Context: an optimization exercise on an open-source flow, tuned for small area. The choices shown serve that exercise and are no tape-out recipe.
The RTL was checked by simulation tests, not by an equivalence proof against the original design.
Power is estimated from default activity; no workload was simulated.

==> 09-14 <==
## m_reg_read
module m_reg_read #(
  parameter int XLEN      = 32,
  parameter int PAYLOAD_W = 32,
  parameter int BYPASS    = 1
) (
  input  logic                 clk,
  input  logic                 rst_n,
  input  logic                 in_valid,
  output logic                 in_ready,
  input  logic [4:0]           in_rd,
  input  logic [4:0]           in_rs,
  input  logic [4:0]           in_rq,
  input  logic                 in_rd_we,
  input  logic [PAYLOAD_W-1:0] in_payload,
  output logic                 out_valid,
  input  logic                 out_ready,
  output logic [4:0]           out_rd,
  output logic                 out_rd_we,
  output logic [XLEN-1:0]      out_rs_val,
  output logic [XLEN-1:0]      out_rq_val,
  output logic [PAYLOAD_W-1:0] out_payload,
  input  logic                 wb_valid,
  input  logic [4:0]           wb_rd,
  input  logic [XLEN-1:0]      wb_data,
  input  logic                 flush
);
  logic [XLEN-1:0]       rf [1:31];    
  logic [31:1]           wr_ok;        
  logic [31:1]           sb;           
  logic                  vld_q;
  logic [4:0]            rd_q;
  logic                  rd_we_q;
  logic [XLEN-1:0]       rs_val_q, rq_val_q;
  logic [PAYLOAD_W-1:0]  pay_q;
  logic [31:1]           wb_hit, rs_dec, rq_dec, rd_dec, fl_dec;
  logic [31:1]           rs_sel, rq_sel, pnd;
  logic                  rs_byp, rq_byp;
  logic                  hazard, accept, flush_clr, load;
  logic [XLEN-1:0]       rs_val, rq_val;
  always_comb begin
    for (int i = 1; i < 32; i++) begin
      wb_hit[i] = wb_valid && (wb_rd == 5'(i));
      rs_dec[i] = (in_rs == 5'(i));
      rq_dec[i] = (in_rq == 5'(i));
      rd_dec[i] = (in_rd == 5'(i));
      fl_dec[i] = (rd_q == 5'(i));
    end
  end
  assign pnd    = sb & ~wb_hit;
  assign hazard = |(rs_dec & pnd) | |(rq_dec & pnd) | (in_rd_we & |(rd_dec & pnd));
  assign in_ready = !hazard && !flush && (!vld_q || out_ready);
  ...
==> module m_reg_read, before the edit <==
module m_reg_read #(
  parameter int XLEN      = 32,
  parameter int PAYLOAD_W = 32,
  parameter int BYPASS    = 1
) (
  input  logic                 clk,
  input  logic                 rst_n,
  input  logic                 in_valid,
  output logic                 in_ready,
  input  logic [4:0]           in_rd,
  input  logic [4:0]           in_rs,
  input  logic [4:0]           in_rq,
  input  logic                 in_rd_we,
  input  logic [PAYLOAD_W-1:0] in_payload,
  output logic                 out_valid,
  input  logic                 out_ready,
  output logic [4:0]           out_rd,
  output logic                 out_rd_we,
  output logic [XLEN-1:0]      out_rs_val,
  output logic [XLEN-1:0]      out_rq_val,
  output logic [PAYLOAD_W-1:0] out_payload,
  input  logic                 wb_valid,
  input  logic [4:0]           wb_rd,
  input  logic [XLEN-1:0]      wb_data,
  input  logic                 flush
);
  logic [XLEN-1:0]       rf [1:31];    
  logic [31:1]           wr_ok;        
  logic [31:1]           sb;           
  logic                  vld_q;
  logic [4:0]            rd_q;
  logic                  rd_we_q;
  logic [XLEN-1:0]       rs_val_q, rq_val_q;
  logic [PAYLOAD_W-1:0]  pay_q;
  logic [31:1]           wb_hit, rs_dec, rq_dec, rd_dec, fl_dec;
  logic [31:1]           rs_sel, rq_sel, pnd;
  logic                  rs_byp, rq_byp;
  logic                  hazard, accept, flush_clr, load;
  logic [XLEN-1:0]       rs_val, rq_val;
  always_comb begin
    for (int i = 1; i < 32; i++) begin
      wb_hit[i] = wb_valid && (wb_rd == 5'(i));
      rs_dec[i] = (in_rs == 5'(i));
      rq_dec[i] = (in_rq == 5'(i));
      rd_dec[i] = (in_rd == 5'(i));
      fl_dec[i] = (rd_q == 5'(i));
    end
  end
  assign pnd    = sb & ~wb_hit;
  assign hazard = |(rs_dec & pnd) | |(rq_dec & pnd) | (in_rd_we & |(rd_dec & pnd));
  assign in_ready = !hazard && !flush && (!vld_q || out_ready);
  assign accept   = in_valid && in_ready;
  assign rs_byp = |(rs_dec & wb_hit);
  assign rq_byp = |(rq_dec & wb_hit);
  assign rs_sel = rs_dec & wr_ok & ~wb_hit;
  assign rq_sel = rq_dec & wr_ok & ~wb_hit;
  always_comb begin
    rs_val = rs_byp ? wb_data : '0;
    rq_val = rq_byp ? wb_data : '0;
    for (int i = 1; i < 32; i++) begin
      rs_val = rs_val | (rs_sel[i] ? rf[i] : '0);
      rq_val = rq_val | (rq_sel[i] ? rf[i] : '0);
    end
  end
  always_ff @(posedge clk) begin
    for (int i = 1; i < 32; i++)
      if (wb_hit[i]) rf[i] <= wb_data;
  end
  assign flush_clr = flush && vld_q && rd_we_q;
  always_ff @(posedge clk or negedge rst_n) begin
    if (!rst_n) begin
      wr_ok <= '0;
      sb    <= '0;
    end else begin
      wr_ok <= wr_ok | wb_hit;
      sb    <= (sb & ~wb_hit & ~(flush_clr ? fl_dec : '0))
             | ((accept && in_rd_we) ? rd_dec : '0);
    end
  end
  always_ff @(posedge clk or negedge rst_n) begin
    if (!rst_n)
      vld_q <= 1'b0;
    else if (flush)
      vld_q <= 1'b0;
    else if (accept)
      vld_q <= 1'b1;
    else if (out_ready)
      vld_q <= 1'b0;
  end
  assign load = !vld_q || out_ready;
  always_ff @(posedge clk) begin
    if (load) begin
      rd_q     <= in_rd;
      rd_we_q  <= in_rd_we;
      rs_val_q <= rs_val;
      rq_val_q <= rq_val;
      pay_q    <= in_payload;
    end
  end
  assign out_valid   = vld_q;
  assign out_rd      = rd_q;
  assign out_rd_we   = rd_we_q;
  assign out_rs_val  = rs_val_q;
  assign out_rq_val  = rq_val_q;
  assign out_payload = pay_q;
endmodule
==> flow/config.mk <==
export PLATFORM = sky130hd
export DESIGN_NAME = m_reg_read
export DESIGN_NICKNAME = m_reg_read
export VERILOG_FILES = /design/flow/design.v
export SDC_FILE = /design/flow/constraint.sdc
export NUM_CORES = 4
export LEC_CHECK = 0
export CAP_MARGIN = 20
export CORE_MARGIN = 2
export CORE_UTILIZATION = 40
export SLEW_MARGIN = 20
==> flow/constraint.sdc <==
create_clock -name core_clock -period 5.5 [get_ports {clk}]
set_input_delay 1.1000 -clock core_clock [delete_from_list [all_inputs] [get_ports {clk}]]
set_output_delay 1.1000 -clock core_clock [all_outputs]
set_load 0.01 [all_outputs]
run.sh (not shown) runs the stock make flow with config.mk's settings and CLKGATE_MAP_FILE= SYNTH_SCRIPT=/design/flow/synth_recipe.tcl, a recipe that flattens the netlist after the stock synthesis.
==> inputs of 12-25, as changes to 09-14 <==
--- a/flow/design.v
+++ b/flow/design.v
@@ -35,3 +35,3 @@
   logic [31:1]           wb_hit, rs_dec, rq_dec, rd_dec, fl_dec;
-  logic [31:1]           rs_sel, rq_sel, pnd;
+  logic [31:1]           rs_sel, rq_sel;
   logic                  rs_byp, rq_byp;
@@ -39,2 +39,4 @@
   logic [XLEN-1:0]       rs_val, rq_val;
+  logic [31:0]           sb0;
+  logic                  rd_byp;
   always_comb begin
@@ -48,17 +50,20 @@
   end
-  assign pnd    = sb & ~wb_hit;
-  assign hazard = |(rs_dec & pnd) | |(rq_dec & pnd) | (in_rd_we & |(rd_dec & pnd));
+  assign rs_byp = wb_valid && (wb_rd == in_rs) && (in_rs != 5'd0);
+  assign rq_byp = wb_valid && (wb_rd == in_rq) && (in_rq != 5'd0);
+  assign rd_byp = wb_valid && (wb_rd == in_rd);
+  assign sb0    = {sb, 1'b0};
+  assign hazard = (sb0[in_rs] && !rs_byp) || (sb0[in_rq] && !rq_byp)
+               || (in_rd_we && sb0[in_rd] && !rd_byp);
   assign in_ready = !hazard && !flush && (!vld_q || out_ready);
   assign accept   = in_valid && in_ready;
-  assign rs_byp = |(rs_dec & wb_hit);
-  assign rq_byp = |(rq_dec & wb_hit);
-  assign rs_sel = rs_dec & wr_ok & ~wb_hit;
-  assign rq_sel = rq_dec & wr_ok & ~wb_hit;
-  always_comb begin
-    rs_val = rs_byp ? wb_data : '0;
-    rq_val = rq_byp ? wb_data : '0;
-    for (int i = 1; i < 32; i++) begin
-      rs_val = rs_val | (rs_sel[i] ? rf[i] : '0);
-      rq_val = rq_val | (rq_sel[i] ? rf[i] : '0);
+  assign rs_sel = rs_dec & wr_ok & {31{!rs_byp}};
+  assign rq_sel = rq_dec & wr_ok & {31{!rq_byp}};
+  for (genvar b = 0; b < XLEN; b++) begin : g_rd
+    logic [31:0] col;
+    always_comb begin
+      col[0] = wb_data[b];
+      for (int i = 1; i < 32; i++) col[i] = rf[i][b];
     end
+    rr_sel32 u_rs (.s({rs_sel, rs_byp}), .d(col), .y(rs_val[b]));
+    rr_sel32 u_rq (.s({rq_sel, rq_byp}), .d(col), .y(rq_val[b]));
   end
@@ -106 +111,31 @@
 endmodule
+module rr_sel32 (
+  input  logic [31:0] s,
+  input  logic [31:0] d,
+  output logic        y
+);
+  logic [11:0] t;
+  logic [2:0]  n;
+  for (genvar k = 0; k < 10; k++) begin : g_a
+    rr_aoi222 u (.a1(s[3*k]), .a2(d[3*k]), .b1(s[3*k+1]), .b2(d[3*k+1]),
+                 .c1(s[3*k+2]), .c2(d[3*k+2]), .y(t[k]));
+  end
+  rr_nand2 u_a10 (.a(s[30]), .b(d[30]), .y(t[10]));
+  rr_nand2 u_a11 (.a(s[31]), .b(d[31]), .y(t[11]));
+  rr_nand4 u_n0 (.a(t[0]), .b(t[1]), .c(t[2]),  .d(t[3]),  .y(n[0]));
+  rr_nand4 u_n1 (.a(t[4]), .b(t[5]), .c(t[6]),  .d(t[7]),  .y(n[1]));
+  rr_nand4 u_n2 (.a(t[8]), .b(t[9]), .c(t[10]), .d(t[11]), .y(n[2]));
+  rr_or3   u_o  (.a(n[0]), .b(n[1]), .c(n[2]), .y(y));
+endmodule
+module rr_aoi222 (input logic a1, a2, b1, b2, c1, c2, output logic y);
+  assign y = ~((a1 & a2) | (b1 & b2) | (c1 & c2));
+endmodule
+module rr_nand2 (input logic a, b, output logic y);
+  assign y = ~(a & b);
+endmodule
+module rr_nand4 (input logic a, b, c, d, output logic y);
+  assign y = ~(a & b & c & d);
+endmodule
+module rr_or3 (input logic a, b, c, output logic y);
+  assign y = a | b | c;
+endmodule
==> flow/flow/run.sh (new file) <==
#!/bin/bash
set -uo pipefail
export CTS_ARGS="-sink_clustering_enable -repair_clock_nets -dont_use_dummy_load -buf_list sky130_fd_sc_hd__clkbuf_4 -sink_clustering_size 9 -sink_clustering_max_diameter 40"
export BUFFER_PORTS_ARGS="-buffer_cell sky130_fd_sc_hd__buf_1"
bash standard.sh finish > flow_make.log 2>&1
==> flow/standard.sh (new file) <==
#!/bin/bash
# synth_recipe.tcl (not shown) runs the flow's synth.tcl, then flattens the netlist and writes it again
# the make line also repeats each setting of config.mk as NAME=value (left out here)
make -C /OpenROAD-flow-scripts/flow DESIGN_CONFIG=/design/flow/config.mk WORK_HOME=/design/flow/orfs CLKGATE_MAP_FILE= SYNTH_SCRIPT=/design/flow/synth_recipe.tcl "${@:-finish}"
Settings changed: CAP_MARGIN 20 to 10, CORE_UTILIZATION 40 to 60, SLEW_MARGIN 20 to 10, SYNTH_HIERARCHICAL set to 1, SYNTH_MINIMUM_KEEP_SIZE set to 0.
removed: flow/run.sh
==> results.txt <==
| metric | 12-25 | 09-14 |
|---|---|---|
| Wire length on met1 | 53800 um | 81900 um |
| Final non-clock buffer share | 3.15% | 7.76% |
| Overall power after layout | 15500 uW | 19700 uW |
| Register-to-register setup slack | 2.44 ns | 2.33 ns |
| Synthesis-to-layout area growth | 8.90% | 19.7% |
| Register-to-Register Path Depth | 5 | 8 |
| XOR/XNOR share of the synthesized area | 0.246% | 0% |
| ANT cells | 13 | 11 |
| Part of the power in the clock network | 26.2% | 40.6% |
| Status | complete, no violations | complete, no violations |
| CP arrival | 3.54 ns | 4.30 ns |
| P_sw | 3840 uW | 4760 uW |
| Power consumed by sequential cells | 10200 uW | 10100 uW |
| Vias per cell | 8.49 | 7.68 |
| Detailed-route wire length | 177000 um | 241000 um |

## re-timing with driven ports
Ports are ideal in the flow. The routed layouts listed here were re-timed in OpenROAD. Step 1 (the two cells are an assumption about what drives the block):
set clk [get_ports {clk}]
set_driving_cell -lib_cell sky130_fd_sc_hd__clkbuf_16 $clk
set_driving_cell -lib_cell sky130_fd_sc_hd__buf_2 [delete_from_list [all_inputs] $clk]
Step 2 adds t to the input delays and takes it off the output delays; t is the mean of the earliest and latest rising clock arrival at the registers after step 1. Input paths then give back, and output paths get back, about the clock's delay inside the block. a / b / c = ideal / step 1 / step 2; a / b = the first two.
| run | shift t [ns] | setup WS [ns] | clock arrival spread, ns | worst register clock-pin slew, ns |
|---|---|---|---|---|
| 09-14 | 0.827 | 0.105 / 0.077 / 0.077 | 0.029 / 0.029 | 0.07 / 0.07 |
| 12-25 | 1.073 | 0.858 / 0.831 / -0.003 | 0.169 / 0.170 | 0.11 / 0.11 |
With both steps, setup timing fails in 12-25, where it was met with ideal ports. For 12-25, which loses most, drivers alone change the setup slack by -0.027 ns; drivers and shift together by -0.861 ns.
